What follows belongs to an exercise in optimizing a design on an open flow for small area, a short achievable clock period and few clock cycles per item; a production flow would make more cautious choices.
The RTL of this run was laid out without a check of its function.
Power is estimated from default activity; no workload was simulated.

`design/flow/flow/run.sh`:
```
#!/bin/bash
set -euo pipefail
bash standard.sh \
  "BUFFER_PORTS_ARGS=-buffer_cell sky130_fd_sc_hd__buf_1" \
  finish > make.log 2>&1
```
`design/flow/standard.sh`:
```
#!/bin/bash
# synth_recipe.tcl (not shown) runs the flow's synth.tcl, then flattens the netlist and writes it again
# the make line also repeats each setting of config.mk as NAME=value (left out here)
make -C /OpenROAD-flow-scripts/flow DESIGN_CONFIG=/design/flow/config.mk WORK_HOME=/design/flow/orfs CLKGATE_MAP_FILE= SYNTH_SCRIPT=/design/flow/synth_recipe.tcl "${@:-finish}"
```
`design/flow/config.mk`:
```
export PLATFORM = sky130hd
export DESIGN_NAME = radix_integer_text_parser
export DESIGN_NICKNAME = radix_integer_text_parser
export VERILOG_FILES = /design/flow/design.v
export SDC_FILE = /design/flow/constraint.sdc
export NUM_CORES = 4
export LEC_CHECK = 0
export CAP_MARGIN = 20
export CORE_MARGIN = 2
export CORE_UTILIZATION = 55
export CTS_BUF_LIST = sky130_fd_sc_hd__clkbuf_8
export PLACE_DENSITY = 0.75
export SETUP_SLACK_MARGIN = 5
export SLEW_MARGIN = 20
```
`design/flow/constraint.sdc`:
```
create_clock -name core_clock -period 9.0 [get_ports {clk}]
set_input_delay 1.8000 -clock core_clock [delete_from_list [all_inputs] [get_ports {clk}]]
set_output_delay 1.8000 -clock core_clock [all_outputs]
set_load 0.01 [all_outputs]
```
`design/flow/design.v`:
```
package rtip_pkg;
  localparam int ACC_WIDTH_DEF    = 64;
  localparam int OFFSET_WIDTH_DEF = 8;
  localparam int BASE_W           = 6;
  localparam int CHAR_W           = 8;
  localparam int CFG_INDEX_W      = 8;
  localparam int CFG_DATA_W       = 8;
  localparam int CODE_W           = 7;
  localparam logic [CFG_INDEX_W-1:0] CFG_NUMBER_BASE = CFG_INDEX_W'(0);
  localparam logic [CFG_INDEX_W-1:0] CFG_SIGNED_MODE = CFG_INDEX_W'(1);
  localparam logic [2:0] PH_START = 3'd0;   
  localparam logic [2:0] PH_SIGN  = 3'd1;   
  localparam logic [2:0] PH_AZ    = 3'd2;   
  localparam logic [2:0] PH_AZX   = 3'd3;   
  localparam logic [2:0] PH_HZ    = 3'd4;   
  localparam logic [2:0] PH_DIG   = 3'd5;   
  localparam logic [2:0] PH_STOP  = 3'd6;   
  localparam logic [1:0] AR_10 = 2'd0;
  localparam logic [1:0] AR_8  = 2'd1;
  localparam logic [1:0] AR_16 = 2'd2;
endpackage
import rtip_pkg::*;
module rtip_step (
  input  logic [rtip_pkg::CHAR_W-1:0] char_code,
  input  logic                        last_char,
  output logic [rtip_pkg::CODE_W-1:0] code
);
  logic       is_dig;
  logic [3:0] dval;
  always_comb begin
    is_dig = 1'b0;
    dval   = {3'b000, (char_code == 8'h78) || (char_code == 8'h58)};
    if (char_code >= 8'h30 && char_code <= 8'h39) begin
      is_dig = 1'b1;
      dval   = char_code[3:0];
    end else if ((char_code >= 8'h61 && char_code <= 8'h66) ||
                 (char_code >= 8'h41 && char_code <= 8'h46)) begin
      is_dig = 1'b1;
      dval   = char_code[3:0] + 4'd9;
    end
  end
  assign code = {last_char, char_code == 8'h2d, is_dig, dval};
endmodule
module rtip_add #(
  parameter int W = 64
) (
  input  logic [W-1:0] a,
  input  logic [W-1:0] b,
  input  logic         ci,
  output logic [W-1:0] s
);
  localparam int L = 6;   
  logic [W-1:0] p;
  logic [W-1:0] gg [0:2*L-1];
  logic [W-1:0] pp [0:2*L-1];
  assign p     = a ^ b;
  assign gg[0] = a & b;
  assign pp[0] = p;
  genvar l, i;
  generate
    for (l = 0; l < L; l++) begin : up
      for (i = 0; i < W; i++) begin : bt
        if ((i % (2 << l)) == (2 << l) - 1) begin : op
          assign gg[l+1][i] = gg[l][i] | (pp[l][i] & gg[l][i-(1<<l)]);
          assign pp[l+1][i] = pp[l][i] & pp[l][i-(1<<l)];
        end else begin : pass
          assign gg[l+1][i] = gg[l][i];
          assign pp[l+1][i] = pp[l][i];
        end
      end
    end
    for (l = L - 1; l >= 1; l--) begin : dn
      for (i = 0; i < W; i++) begin : bt
        if ((i % (1 << l)) == (1 << (l-1)) - 1 && i >= (1 << l)) begin : op
          assign gg[2*L-l][i] = gg[2*L-l-1][i] | (pp[2*L-l-1][i] & gg[2*L-l-1][i-(1<<(l-1))]);
          assign pp[2*L-l][i] = pp[2*L-l-1][i] & pp[2*L-l-1][i-(1<<(l-1))];
        end else begin : pass
          assign gg[2*L-l][i] = gg[2*L-l-1][i];
          assign pp[2*L-l][i] = pp[2*L-l-1][i];
        end
      end
    end
  endgenerate
  assign s = p ^ {gg[2*L-1][W-2:0] | (pp[2*L-1][W-2:0] & {(W-1){ci}}), ci};
endmodule
import rtip_pkg::*;
module radix_integer_text_parser #(
  parameter int ACC_WIDTH    = rtip_pkg::ACC_WIDTH_DEF,
  parameter int OFFSET_WIDTH = rtip_pkg::OFFSET_WIDTH_DEF,
  parameter int OUT_W        = ((ACC_WIDTH + OFFSET_WIDTH + 7) / 8) * 8
) (
  input  logic                               clk,
  input  logic                               rst,
  input  logic                               cfg_valid,
  output logic                               cfg_ready,
  input  logic [rtip_pkg::CFG_INDEX_W-1:0]   cfg_index,
  input  logic [rtip_pkg::CFG_DATA_W-1:0]    cfg_data,
  input  logic                               s_axis_tvalid,
  output logic                               s_axis_tready,
  input  logic [rtip_pkg::CHAR_W-1:0]        s_axis_tdata,
  input  logic                               s_axis_tlast,
  output logic                               m_axis_tvalid,
  input  logic                               m_axis_tready,
  output logic [OUT_W-1:0]                   m_axis_tdata
);
  logic [BASE_W-1:0] cfg_base;
  logic              cfg_sgn;
  assign cfg_ready = 1'b1;
  always_ff @(posedge clk) begin
    if (rst) begin
      cfg_base <= '0;
      cfg_sgn  <= 1'b0;
    end else if (cfg_valid) begin
      if (cfg_index == CFG_NUMBER_BASE) cfg_base <= cfg_data[BASE_W-1:0];
      if (cfg_index == CFG_SIGNED_MODE) cfg_sgn  <= cfg_data[0];
    end
  end
  logic auto, hexm, cfast;
  assign auto  = (cfg_base == '0);
  assign hexm  = (cfg_base == 6'd16);
  assign cfast = (cfg_base == 6'd8) || (cfg_base == 6'd10) || hexm;
  logic [CODE_W-1:0] in_code, s1_c, sk_c;
  logic              s1_v, sk_v, s1_adv, in_hs, s1_load, enter_slow;
  rtip_step u_dec (.char_code(s_axis_tdata), .last_char(s_axis_tlast), .code(in_code));
  assign s_axis_tready = !sk_v;
  assign in_hs         = s_axis_tvalid && !sk_v;
  assign s1_load       = !s1_v || s1_adv;
  always_ff @(posedge clk) begin
    if (rst) begin
      s1_v <= 1'b0;
      sk_v <= 1'b0;
    end else if (s1_load) begin
      s1_v <= sk_v || in_hs;
      sk_v <= 1'b0;
    end else if (in_hs) begin
      sk_v <= 1'b1;
    end
  end
  always_ff @(posedge clk) begin
    if (s1_load)         s1_c      <= sk_v ? sk_c : in_code;
    else if (enter_slow) s1_c[3:0] <= 4'd0;   
    if (in_hs)           sk_c      <= in_code;
  end
  logic [2:0]              ph, nph;
  logic [1:0]              ar, nar;
  logic                    neg, nneg;
  logic [OFFSET_WIDTH-1:0] off;
  logic [ACC_WIDTH-1:0]    acc;
  logic                    m_v;
  logic                    busy;
  logic [5:0]              cnt;
  logic [5:0]              h;
  logic                    xen, xinv, fix, y10, y16, ysh, c10, fin;
  logic [3:0] d;
  logic       is_dig, is_m, is_x, last, is_0;
  assign d      = s1_c[3:0];
  assign is_dig = s1_c[4];
  assign is_m   = s1_c[5];
  assign last   = s1_c[6];
  assign is_x   = !is_dig && d[0];
  assign is_0   = is_dig && (d == 4'd0);
  logic              start, fast, dlt;
  logic [BASE_W-1:0] radix;
  assign start = (ph == PH_START);
  assign radix = !auto ? cfg_base : (ar == AR_8) ? 6'd8 : (ar == AR_16) ? 6'd16 : 6'd10;
  assign fast  = auto || cfast;
  assign dlt   = is_dig && (auto ? ((ar == AR_16) || (ar == AR_10 && d < 4'd10) || !d[3])
                                 : ((cfg_base[5:4] != 2'b00) || (d < cfg_base[3:0])));
  logic take, acc_take;
  logic [1:0] inc;
  always_comb begin
    nph      = ph;
    nar      = ar;
    nneg     = neg;
    inc      = 2'd0;
    take     = 1'b0;
    acc_take = 1'b0;
    case (ph)
      PH_START, PH_SIGN: begin
        if (start) nneg = 1'b0;
        if (start && cfg_sgn && is_m) begin
          nph  = PH_SIGN;
          inc  = 2'd1;
          nneg = 1'b1;
        end else if (auto && is_0) begin
          nph = PH_AZ;
          nar = AR_8;
          inc = 2'd1;
        end else if (hexm && is_0) begin
          nph = PH_HZ;
          inc = 2'd1;
        end else begin
          take = 1'b1;
        end
      end
      PH_AZ: begin
        if (is_x) begin
          nph = PH_AZX;
          nar = AR_16;
        end else begin
          take = 1'b1;
        end
      end
      PH_AZX: begin
        if (is_dig) take = 1'b1;
        else        nph  = PH_STOP;
      end
      PH_HZ: begin
        if (is_x) begin
          nph = PH_DIG;
          inc = 2'd1;
        end else begin
          take = 1'b1;
        end
      end
      PH_DIG: take = 1'b1;
      default: ;
    endcase
    if (take) begin
      if (dlt) begin
        nph      = PH_DIG;
        inc      = (ph == PH_AZX) ? 2'd2 : 2'd1;
        acc_take = 1'b1;
      end else begin
        nph = PH_STOP;
      end
    end
    if (last) begin
      nph = PH_START;
      nar = AR_10;
    end
  end
  logic stop_now, neg_now, clr_now, fix_now, mv_now;
  assign stop_now = (ph != PH_STOP) && (nph == PH_STOP);
  assign neg_now  = nneg && (stop_now || (last && ph != PH_STOP));
  assign clr_now  = start && (is_x || (is_dig && !dlt));
  assign fix_now  = neg_now || clr_now;
  assign mv_now   = last && !fix_now;
  logic need_slow, blocked, slow_done;
  assign need_slow  = acc_take && !start && !fast;
  assign slow_done  = busy && (cnt == 6'd63);
  assign blocked    = start && ((m_v && !m_axis_tready) || fix);
  assign s1_adv     = s1_v && !blocked && (!need_slow || slow_done);
  assign enter_slow = s1_v && need_slow && !busy;
  logic [6:0]           t;
  logic                 sg, dh;
  logic [ACC_WIDTH-1:0] xa, ya, sum;
  logic                 c1;
  assign t   = {1'b0, h} + (acc[0] ? {1'b0, radix} : 7'd0);
  assign sg  = !(ysh || fix);
  assign dh  = sg && d[3];
  assign xa  = (xen  ? {acc[ACC_WIDTH-4:0], 3'b000} : '0) |
               (xinv ? ~acc : '0) |
               {{(ACC_WIDTH-3){1'b0}}, dh && c10, dh && c10, 1'b0} |
               {{(ACC_WIDTH-3){1'b0}}, sg ? d[2:1] : 2'b00, 1'b0};
  assign ya  = (y10 ? (acc << 1) : '0) | (y16 ? (acc << 3) : '0) |
               (ysh ? {t[0], acc[ACC_WIDTH-1:1]} : '0) |
               {{(ACC_WIDTH-3){1'b0}}, dh && !c10, dh && !c10, 1'b0};
  assign c1  = dh || (xinv && !acc[0]);
  assign sum[0] = (sg && d[0]) || (xinv && acc[0]) || (ysh && acc[1]);
  rtip_add #(.W(ACC_WIDTH-1)) u_add (
    .a  (xa[ACC_WIDTH-1:1]),
    .b  (ya[ACC_WIDTH-1:1]),
    .ci (c1),
    .s  (sum[ACC_WIDTH-1:1])
  );
  logic acc_en, en_ns, en_s;
  assign en_ns  = busy || fix || (s1_v && !start && acc_take && (!need_slow || slow_done));
  assign en_s   = s1_v && start && !fix;
  assign acc_en = en_ns || (en_s && (!m_v || m_axis_tready));
  logic       ph_n_start, busy_n, xinv_n, fix_n, cls10_n, cls16_n;
  logic [1:0] ar_n;
  assign ph_n_start = s1_adv ? (nph == PH_START) : start;
  assign ar_n       = s1_adv ? nar : ar;
  assign busy_n     = enter_slow || (busy && !slow_done);
  assign xinv_n     = s1_adv && neg_now;
  assign fix_n      = s1_adv && fix_now;
  assign cls10_n    = auto ? (ar_n == AR_10) : (cfg_base == 6'd10);
  assign cls16_n    = auto ? (ar_n == AR_16) : hexm;
  logic [OFFSET_WIDTH:0] off_sum;
  assign off_sum = (start ? '0 : {1'b0, off}) + (OFFSET_WIDTH+1)'(inc);
  always_ff @(posedge clk) begin
    if (rst) begin
      ph   <= PH_START;
      ar   <= AR_10;
      m_v  <= 1'b0;
      busy <= 1'b0;
      xen  <= 1'b0;
      xinv <= 1'b0;
      fix  <= 1'b0;
      y10  <= 1'b0;
      y16  <= 1'b0;
      ysh  <= 1'b0;
      c10  <= 1'b0;
      fin  <= 1'b0;
    end else begin
      if (s1_adv) begin
        ph <= nph;
        ar <= nar;
      end
      if ((s1_adv && mv_now) || (fix && fin)) m_v <= 1'b1;
      else if (m_axis_tready)                  m_v <= 1'b0;
      busy <= busy_n;
      xinv <= xinv_n;
      fix  <= fix_n;
      fin  <= s1_adv && fix_now && last;
      xen  <= !ph_n_start && !busy_n && !fix_n;
      y10  <= !ph_n_start && !busy_n && !fix_n && cls10_n;
      y16  <= !ph_n_start && !busy_n && !fix_n && cls16_n;
      ysh  <= busy_n;
      c10  <= cls10_n;
    end
  end
  always_ff @(posedge clk) begin
    if (acc_en) acc <= sum;
    if (busy) begin
      h   <= t[6:1];
      cnt <= cnt + 6'd1;
    end else begin
      h   <= {2'b00, d};
      cnt <= '0;
    end
    if (s1_adv) begin
      neg <= nneg;
      off <= off_sum[OFFSET_WIDTH] ? '1 : off_sum[OFFSET_WIDTH-1:0];
    end
  end
  assign m_axis_tvalid = m_v;
  assign m_axis_tdata  = OUT_W'({off, acc});
endmodule
```
==> results.txt <==
## final cells by class
class / instances / area, µm² / share of cell area
inverters: 100 / 379.1 / 0.03581
multi-input cells: 780 / 5639 / 0.5327
clock buffers: 18 / 247.7 / 0.02340
well taps: 220 / 275.3 / 0.02600
flip-flops and latches: 122 / 3322 / 0.3138
clock inverters: 14 / 133.9 / 0.01265
repair inverters: 1 / 7.507 / 0.0007091
repair buffers: 120 / 581.8 / 0.05496
## power groups by stage
| stage | Sequential [mW] | Combinational (mW) | Clock [mW] |
|---|---|---|---|
| 5_1_grt | 0.788 | 0.410 | 0.514 |
| 3_3_place_gp | 0.787 | 0.352 | 0 |
| 3_5_place_dp | 0.788 | 0.361 | 0 |
| 4_1_cts | 0.776 | 0.363 | 0.493 |
| 6_report | 0.779 | 0.368 | 0.481 |
| 2_1_floorplan | 0.778 | 0.249 | 0 |
## Yosys cell counts, types with 4 or more instances
library cell    n
nand2b_1       10
nor2_1         70
ha_1           82
nor4_1          9
nor2b_1        21
a31oi_1         6
and2_1         12
and4_1          4
xor2_1         21
clkbuf_1       43
a211oi_1        4
buf_1           4
inv_1          98
o21bai_1        6
a21oi_1        57
and3_1          7
dfxtp_1        35
o21ai_0        88
xnor2_1        40
a21o_1         21
mux2_2          6
nand4_1         8
nand3_1        16
nor3_1         20
o21a_1         13
a222oi_1       60
nand2_1       105
mux2i_1        10
edfxtp_1       87
## worst max-delay path: cells and delay by family (launching register included)
family	cells	cell delay (ps)
fa+ha+maj	1	350
simple gates	2	320
buf+inv	2	310
flops	1	330
xor+xnor	1	120
compound gates	8	2070
## metal layers
layer / track usage / up-vias
met5: 0 / -
met4: 0.09722 / 0
met3: 0.04204 / 32
met2: 0.4287 / 319
met1: 0.3190 / 3978
li1: - / 4083
## worst min path at each step
| stage | depth (start not counted) | from | slack [ps] | endpoint |
|---|---|---|---|---|
| floorplan | 1 | cnt[0]$_SDFF_PN0_ | 420 | cnt[0]$_SDFF_PN0_ |
| global placement | 1 | cnt[0]$_SDFF_PN0_ | 440 | cnt[0]$_SDFF_PN0_ |
| detailed placement | 1 | cnt[0]$_SDFF_PN0_ | 450 | cnt[0]$_SDFF_PN0_ |
| CTS | 1 | cnt[0]$_SDFF_PN0_ | 460 | cnt[0]$_SDFF_PN0_ |
| global route | 1 | cnt[0]$_SDFF_PN0_ | 500 | cnt[0]$_SDFF_PN0_ |
| finish | 1 | cnt[0]$_SDFF_PN0_ | 460 | cnt[0]$_SDFF_PN0_ |
## state kept, by name (all words and copies together), names as in the netlist, 2 cells and up
name / flops
acc: 64
ar: 2
cfg_base: 6
cnt: 6
h: 6
off: 8
ph: 3
s1_c: 7
sk_c: 7
## what timing repair did
| item | in CTS | in global routing |
|---|---|---|
| pin swaps | 1 | 11 |
| setup endpoints to repair | 44 | 17 |
| resized for setup | 9 | 17 |
| gates cloned | 2 | 0 |
| buffers inserted | 2 | 9 |
## cells by family (layout without fill, tap and decap cells)
kind of cell | Yosys count | in the layout | share of synthesized area
adders and majority gates | 85 | 85 | 0.1150
and+or+nand+nor | 308 | 308 | 0.1606
buffers and inverters | 149 | 253 | 0.06001
DFF | 122 | 122 | 0.3508
other | 1 | 1 | 0.0003970
xor gates and xnor gates | 61 | 61 | 0.05656
muxes | 16 | 16 | 0.01775
AOI/OAI and AO/OA | 309 | 309 | 0.2390
## stage by stage
stage	setup WS [ps]	instances	hold WS, ps
finish	5216	1375	458.3
global route	4973	1375	499.5
CTS	5025	1366	463.5
detailed placement	4294	1330	451.6
global placement	4346	1330	441.2
floorplan	5251	1051	421.0
## layout by cell type, fill, tap and decap left out, types with 16 or more instances in the layout
master / instances
a21o_1: 21
a21oi_1: 56
a222oi_1: 60
buf_1: 101
clkbuf_8: 18
dfxtp_1: 30
edfxtp_1: 87
ha_1: 81
inv_1: 97
nand2_1: 105
nand3_1: 16
nor2_1: 70
nor2b_1: 21
nor3_1: 20
o21ai_0: 86
xnor2_1: 40
xor2_1: 21
==> results by group <==
Run status
  • Outcome: finished clean

Routing
  • Top Layer Used: met4
  • DRT met1 WL: 9.815 mm
  • WL met3: 1.528 mm
  • # DRC: 0
  • Post-Route WL: 22.75 mm
  • Met2 wire len: 11.06 mm
  • TritonRoute pass-1 iters: 8
  • Vias per Instance: 6.118
  • WL per Instance: 16.54 µm
  • ANT nets after route: 0
  • Vias: 8412
  • DR iter-0 viols: 980

Critical path
  • Kind of end point of the critical path: flop
  • CP Class: flop to flop
  • R2r startpoint: y10$_SDFF_PP0_
  • CP Launch Type: flop
  • Worst Setup SP: y10$_SDFF_PP0_
  • FF-to-FF path depth: 14
  • CP max stage delay: 460 ps
  • WP data arrival: 3990 ps
  • R2R Setup Slk: 5220 ps
  • Worst flop-to-flop path endpoint: acc[62]$_DFFE_PP_
  • Crit path cell chain: buf_8, a222oi_1, inv_1, ha_1, nand4_1, a2111oi_4, a31oi_2, o221ai_2, a32oi_2, o211ai_2, nor4_4, o31ai_4, a21oi_2, xnor2_1
  • End of the critical path: acc[62]$_DFFE_PP_
  • Slowest-stage cell, CP: a2111oi_4
  • Worst EP required: 9210 ps
  • Crit Path Max Fanout: 63

Clocking
  • Clock Latency Late Sink: 450 ps
  • Hold buffers post-CTS: 0
  • Number of CTS-inserted buffers: 17
  • CTS tree: done
  • Clock transition at path regs: 80 ps
  • H-tree level count: 4
  • Clock root buffer: clkbuf_8
  • Max Buffers Root-to-Sink: 2
  • CTS sink count: 122

Yosys
  • Asr flop ratio synth: 0
  • Sequential fraction of the synthesis area: 0.3508
  • Dominant cells by area after synthesis: edfxtp_1 28%, ha_1 11%, dfxtp_1 7.4%, a222oi_1 6.4%, o21ai_0 4.7%
  • Main synth FF type: edfxtp_1
  • Top-area cell type share of the netlist area: 0.2766
  • Flops & latches, synth: 122
  • Syn nets: 1166
  • Syn. warnings: 5
  • Yosys cell types: 81
  • Avg Inst Size Synth: 8.987 µm²
  • Post-synth top area cell: edfxtp_1
  • Gate Count Post-Synth: 1051
  • Mapped cell area: 9445 µm²
  • Post-synth EDFFs: 87

Pwr
  • Worst VDD drop: 0.0001165 V
  • Seq pwr share: 0.479
  • Sw power: 564.9 µW
  • Power Density: 153.7 nW/µm²
  • Internal Pwr Total: 1.063 mW
  • Logic pwr share: 0.226
  • Sw Share: 0.3471
  • Tot Pwr: 1.627 mW
  • Clk pwr share: 0.295
  • P_leak: 4.752 nW

Global route
  • Pin count of the biggest net entering global routing: 65
  • Vias in the first global route: 7821
  • Antenna violations before repair: 0
  • GR Util All Layers: 0.2512
  • Global route overflow: 0
  • First-pass GRT wire length: 37.30 mm

Placed design
  • IO Port Bufs: 101
  • Placement Cell Area: 9983 µm²
  • DP Wirelength: 15.20 mm
  • Routability cong.: 0.8709

Flow run
  • Max-Cap Viols: 0

Floorplan
  • Num rows: 47
  • Die height: 135.0 µm
  • Full die area: 18240 µm²
  • Chip Width: 135.0 µm
  • Core box area: 16700 µm²
  • IO Pins: 105
  • Initial Util: 0.5656

Layout
  • Fillers: 1420
  • Nets: 1257
  • Number of inserted diodes: 0
  • Finished Cell Area: 10590 µm²
  • Ratio of cells with drive above 1 in the final layout: 0.08571
  • Fin util: 0.6339
  • Area grow syn2layout: 12.08%

Min path
  • Type of the most critical hold path: flop to flop

Timing
  • Worst rel slew slack: 0.3989
  • Worst Tran Pin Value: 901.7 ps
  • Final setup fails: 0
  • Layout Skew: 11.74 ps
  • Fin crit period: 3784 ps
  • Fin crit share: 0.4205
  • F_max: 0.2643 GHz
  • Slew Viols, Final: 0
  • Final TNS setup: 0 ps
  • Final-report hold violation count: 0
  • RSZ-0062 raised after global routing: yes

re-timing with driven ports:
The flow's constraints put no driver on any port. The routed layout listed below was extracted and timed again, unchanged, in two steps. Step 1 sets driving cells, clkbuf_16 on the clock port and buf_2 on the other inputs (assumed; they add their load-dependent delay and slew). Step 2 also shifts input and output timing later by t, the mid clock arrival at the registers, as if the neighbouring blocks saw the same clock. Slacks: ideal ports / drivers / drivers and shift; pairs: ideal ports / drivers.
t (ns): 0.487
setup slack, ns: 5.216 / 5.216 / 5.216
worst register clock-pin slew, ns: 0.08 / 0.08
pins driven straight from the clock port: 1
After both steps setup and hold are still met in this run. For this run, drivers alone change the setup slack by 0.000 ns; drivers and shift together by 0.000 ns.
